Source: an optimization exercise on an open RTL-to-GDS flow (aim: small area, a short achievable clock period and few clock cycles per item). Production flows keep margins and buffers that such runs may drop. In this exercise RTL edits were held to simulation tests only and were not proved equivalent to the original.

== main ==
==> module data_mem_bank, before the edit <==
module data_mem_bank #(
  parameter int ADDR_W    = 8,
  parameter bit INIT_ZERO = 1
) (
  input  logic              clk,
  input  logic              rst_n,
  input  logic              req_valid,
  output logic              req_ready,
  input  logic              req_we,
  input  logic [2:0]        req_funct3,
  input  logic [ADDR_W-1:0] req_addr,
  input  logic [31:0]       req_wdata,
  output logic              resp_valid,
  input  logic              resp_ready,
  output logic [31:0]       resp_rdata,
  output logic              resp_err
);
  localparam int WORDS = 2 ** (ADDR_W - 2);
  logic [31:0] mem [WORDS];
  logic              stall;
  logic              resp_empty;
  logic              in_err;
  logic [1:0]        in_lane;
  logic [3:0]        in_be;
  logic [31:0]       in_wd;
  logic              s1_v;
  logic [3:0]        s1_be;
  logic [7:0]        s1_hi;
  logic [7:0]        s1_lo;
  logic [31:0]       s1_wd;
  logic [1:0]        s1_lane;
  logic [2:0]        s1_f3;
  logic              s1_zero;
  logic              s1_err;
  logic [WORDS-1:0]  sel;
  logic [31:0]       rd_word;
  logic              s2_v;
  logic [31:0]       s2_word;
  logic [1:0]        s2_lane;
  logic [2:0]        s2_f3;
  logic              s2_zero;
  logic              s2_err;
  logic [7:0]        rd_byte;
  logic [15:0]       rd_half;
  logic [31:0]       ld_data;
  assign stall     = !resp_empty && !resp_ready;
  assign req_ready = !resp_valid || resp_ready;
  always_comb begin
    in_err = (req_funct3[1:0] == 2'b11) || (req_funct3 == 3'b110) || (req_we && req_funct3[2]);
    case (req_funct3[1:0])
      2'b10:   in_lane = 2'b00;
      2'b01:   in_lane = {req_addr[1], 1'b0};
      default: in_lane = req_addr[1:0];
    endcase
    case (req_funct3[1:0])
      2'b00: begin
        in_be = 4'b0001 << in_lane;
        in_wd = {4{req_wdata[7:0]}};
      end
      2'b01: begin
        in_be = in_lane[1] ? 4'b1100 : 4'b0011;
        in_wd = {2{req_wdata[15:0]}};
      end
      default: begin
        in_be = 4'b1111;
        in_wd = req_wdata;
      end
    endcase
    if (in_err || !req_we || !req_valid) begin
      in_be = 4'b0000;
    end
  end
  always_ff @(posedge clk or negedge rst_n) begin
    if (!rst_n) begin
      s1_v  <= 1'b0;
      s1_be <= 4'b0000;
    end else if (!stall) begin
      s1_v  <= req_valid;
      s1_be <= in_be;
    end
  end
  always_ff @(posedge clk) begin
    if (!stall) begin
      for (int i = 0; i < 8; i++) begin
        s1_hi[i] <= (req_addr[ADDR_W-1:5] == i[2:0]);
        s1_lo[i] <= (req_addr[4:2] == i[2:0]);
      end
      s1_wd   <= in_wd;
      s1_lane <= in_lane;
      s1_f3   <= req_funct3;
      s1_zero <= req_we || in_err;
      s1_err  <= in_err;
    end
  end
  always_ff @(posedge clk) begin
    for (int w = 0; w < WORDS; w++) begin
      for (int b = 0; b < 4; b++) begin
        if (sel[w] && s1_be[b]) begin
          mem[w][b*8 +: 8] <= s1_wd[b*8 +: 8];
        end
      end
    end
  end
  always_comb begin
    for (int w = 0; w < WORDS; w++) begin
      sel[w] = s1_hi[w / 8] && s1_lo[w % 8];
    end
  end
  logic [31:0] rd_l1_n [WORDS/2];
  logic [31:0] rd_l2   [WORDS/8];
  logic [31:0] rd_l3_n [WORDS/16];
  for (genvar p = 0; p < WORDS / 2; p++) begin : g_l1
    for (genvar k = 0; k < 32/4; k++) begin : g_nib
      dmem_andor2_n u_l1 (
        .a (mem[2*p][4*k +: 4]),   .sa (sel[2*p]),
        .b (mem[2*p+1][4*k +: 4]), .sb (sel[2*p+1]),
        .y_n (rd_l1_n[p][4*k +: 4])
      );
    end
  end
  for (genvar q = 0; q < WORDS / 8; q++) begin : g_l2
    dmem_nand4 u_l2 (
      .a (rd_l1_n[4*q]),   .b (rd_l1_n[4*q+1]),
      .c (rd_l1_n[4*q+2]), .d (rd_l1_n[4*q+3]),
      .y (rd_l2[q])
    );
  end
  for (genvar h = 0; h < WORDS / 16; h++) begin : g_l3
    dmem_nor2 u_l3 (
      .a (rd_l2[2*h]), .b (rd_l2[2*h+1]),
      .y_n (rd_l3_n[h])
    );
  end
  dmem_nand4 u_l4 (
    .a (rd_l3_n[0]), .b (rd_l3_n[1]), .c (rd_l3_n[2]), .d (rd_l3_n[3]),
    .y (rd_word)
  );
  always_ff @(posedge clk or negedge rst_n) begin
    if (!rst_n) begin
      s2_v <= 1'b0;
    end else if (!stall) begin
      s2_v <= s1_v;
    end
  end
  always_ff @(posedge clk) begin
    if (!stall) begin
      s2_word <= rd_word;
      s2_lane <= s1_lane;
      s2_f3   <= s1_f3;
      s2_zero <= s1_zero;
      s2_err  <= s1_err;
    end
  end
  always_comb begin
    case (s2_lane)
      2'd0:    rd_byte = s2_word[7:0];
      2'd1:    rd_byte = s2_word[15:8];
      2'd2:    rd_byte = s2_word[23:16];
      default: rd_byte = s2_word[31:24];
    endcase
    rd_half = s2_lane[1] ? s2_word[31:16] : s2_word[15:0];
    case (s2_f3)
      3'b000:  ld_data = {{24{rd_byte[7]}}, rd_byte};
      3'b100:  ld_data = {24'h0, rd_byte};
      3'b001:  ld_data = {{16{rd_half[15]}}, rd_half};
      3'b101:  ld_data = {16'h0, rd_half};
      3'b010:  ld_data = s2_word;
      default: ld_data = 32'h0;
    endcase
    if (s2_zero) begin
      ld_data = 32'h0;
    end
  end
  always_ff @(posedge clk or negedge rst_n) begin
    if (!rst_n) begin
      resp_valid <= 1'b0;
    end else if (!stall) begin
      resp_valid <= s2_v;
    end
  end
  always_ff @(posedge clk or negedge rst_n) begin
    if (!rst_n) begin
      resp_empty <= 1'b1;
    end else if (!stall) begin
      resp_empty <= !s2_v;
    end
  end
  always_ff @(posedge clk) begin
    if (!stall) begin
      resp_rdata <= ld_data;
      resp_err   <= s2_err;
    end
  end
endmodule
Settings: LEC_CHECK=0, CAP_MARGIN=5, CORE_MARGIN=2, CORE_UTILIZATION=45, CTS_CLUSTER_DIAMETER=100, CTS_CLUSTER_SIZE=30, SETUP_SLACK_MARGIN=1.85, SLEW_MARGIN=5, SYNTH_HIERARCHICAL=1, SYNTH_MINIMUM_KEEP_SIZE=0; clock period 4.2 ns.
run.sh (not shown) runs the stock make flow with config.mk's settings and CLKGATE_MAP_FILE= SYNTH_SCRIPT=/design/flow/synth_recipe.tcl, a recipe that flattens the netlist after the stock synthesis.
Testbench counts of main, summed over its fixed seeds: cycles 177,641, items 160,000.
Inputs modified between main and the feature branch:
--- a/flow/design.v
+++ b/flow/design.v
@@ -23,12 +23,11 @@
   logic [1:0]        in_lane;
   logic [3:0]        in_be;
   logic [31:0]       in_wd;
   logic              s1_v;
   logic [3:0]        s1_be;
-  logic [7:0]        s1_hi;
-  logic [7:0]        s1_lo;
+  logic [WORDS-1:0]  s1_sel;
   logic [31:0]       s1_wd;
   logic [1:0]        s1_lane;
   logic [2:0]        s1_f3;
   logic              s1_zero;
   logic              s1_err;
@@ -79,13 +78,12 @@
       s1_be <= in_be;
     end
   end
   always_ff @(posedge clk) begin
     if (!stall) begin
-      for (int i = 0; i < 8; i++) begin
-        s1_hi[i] <= (req_addr[ADDR_W-1:5] == i[2:0]);
-        s1_lo[i] <= (req_addr[4:2] == i[2:0]);
+      for (int w = 0; w < WORDS; w++) begin
+        s1_sel[w] <= (req_addr[ADDR_W-1:2] == w[ADDR_W-3:0]);
       end
       s1_wd   <= in_wd;
       s1_lane <= in_lane;
       s1_f3   <= req_funct3;
       s1_zero <= req_we || in_err;
@@ -93,21 +91,17 @@
     end
   end
   always_ff @(posedge clk) begin
     for (int w = 0; w < WORDS; w++) begin
       for (int b = 0; b < 4; b++) begin
-        if (sel[w] && s1_be[b]) begin
+        if (s1_sel[w] && s1_be[b]) begin
           mem[w][b*8 +: 8] <= s1_wd[b*8 +: 8];
         end
       end
     end
   end
-  always_comb begin
-    for (int w = 0; w < WORDS; w++) begin
-      sel[w] = s1_hi[w / 8] && s1_lo[w % 8];
-    end
-  end
+  assign sel = s1_sel;
   logic [31:0] rd_l1_n [WORDS/2];
   logic [31:0] rd_l2   [WORDS/8];
   logic [31:0] rd_l3_n [WORDS/16];
   for (genvar p = 0; p < WORDS / 2; p++) begin : g_l1
     for (genvar k = 0; k < 32/4; k++) begin : g_nib
### Flow results
- Sequential share of layout area: the feature branch > main
- Compared with main, the detailed router inserted more vias in the feature branch.
- Between the feature branch and main, the adder-cell area share of the yosys netlist figures differ only marginally.
- On synthesized area, the feature branch does worse than main.
- Of the feature branch and main, it is the feature branch that has the higher count of antenna diodes in the layout.
- Sequential cell area fraction in the yosys report: the feature branch vs main up 0.45 points
- Setup slack: the feature branch lower than main
- In the feature branch, final hold slack is lower than in main.
- Compared the feature branch vs main, and total of cells resized after clock tree synthesis is down in the feature branch.
- The feature branch has arrival time reported for the critical path endpoint below what main had.
Testbench counts of the feature branch, summed over its fixed seeds: cycles 177,641, items 160,000.

separate check: timing with driven ports:
In the flow no input, the clock included, has a driving cell. The finished layouts below were timed again as built, in two steps. Step 1 assumes that a clkbuf_16 drives the clock port and a buf_2 every other input. Step 2 adds t to the input delays and takes it off the output delays; t is the mean of the earliest and latest rising clock arrival at the registers after step 1. Input paths then give back, and output paths get back, about the clock's delay inside the block. a / b / c = no drivers / after step 1 / after step 2; a / b = the first two.
run	t, ns	setup slack, ns	hold slack, ns	latest minus earliest clock arrival (ns)	slew at the worst register clock pin (ns)
main	0.808	1.820 / 1.816 / 1.264	0.412 / 0.360 / 0.436	0.055 / 0.055	0.12 / 0.12
the feature branch	0.820	1.731 / 1.642 / 1.273	0.369 / 0.308 / 0.439	0.051 / 0.051	0.12 / 0.12
After both steps every run listed still meets setup and hold. The setup slack of main, which loses most, moves by -0.004 ns with the drivers and by -0.556 ns with both steps.
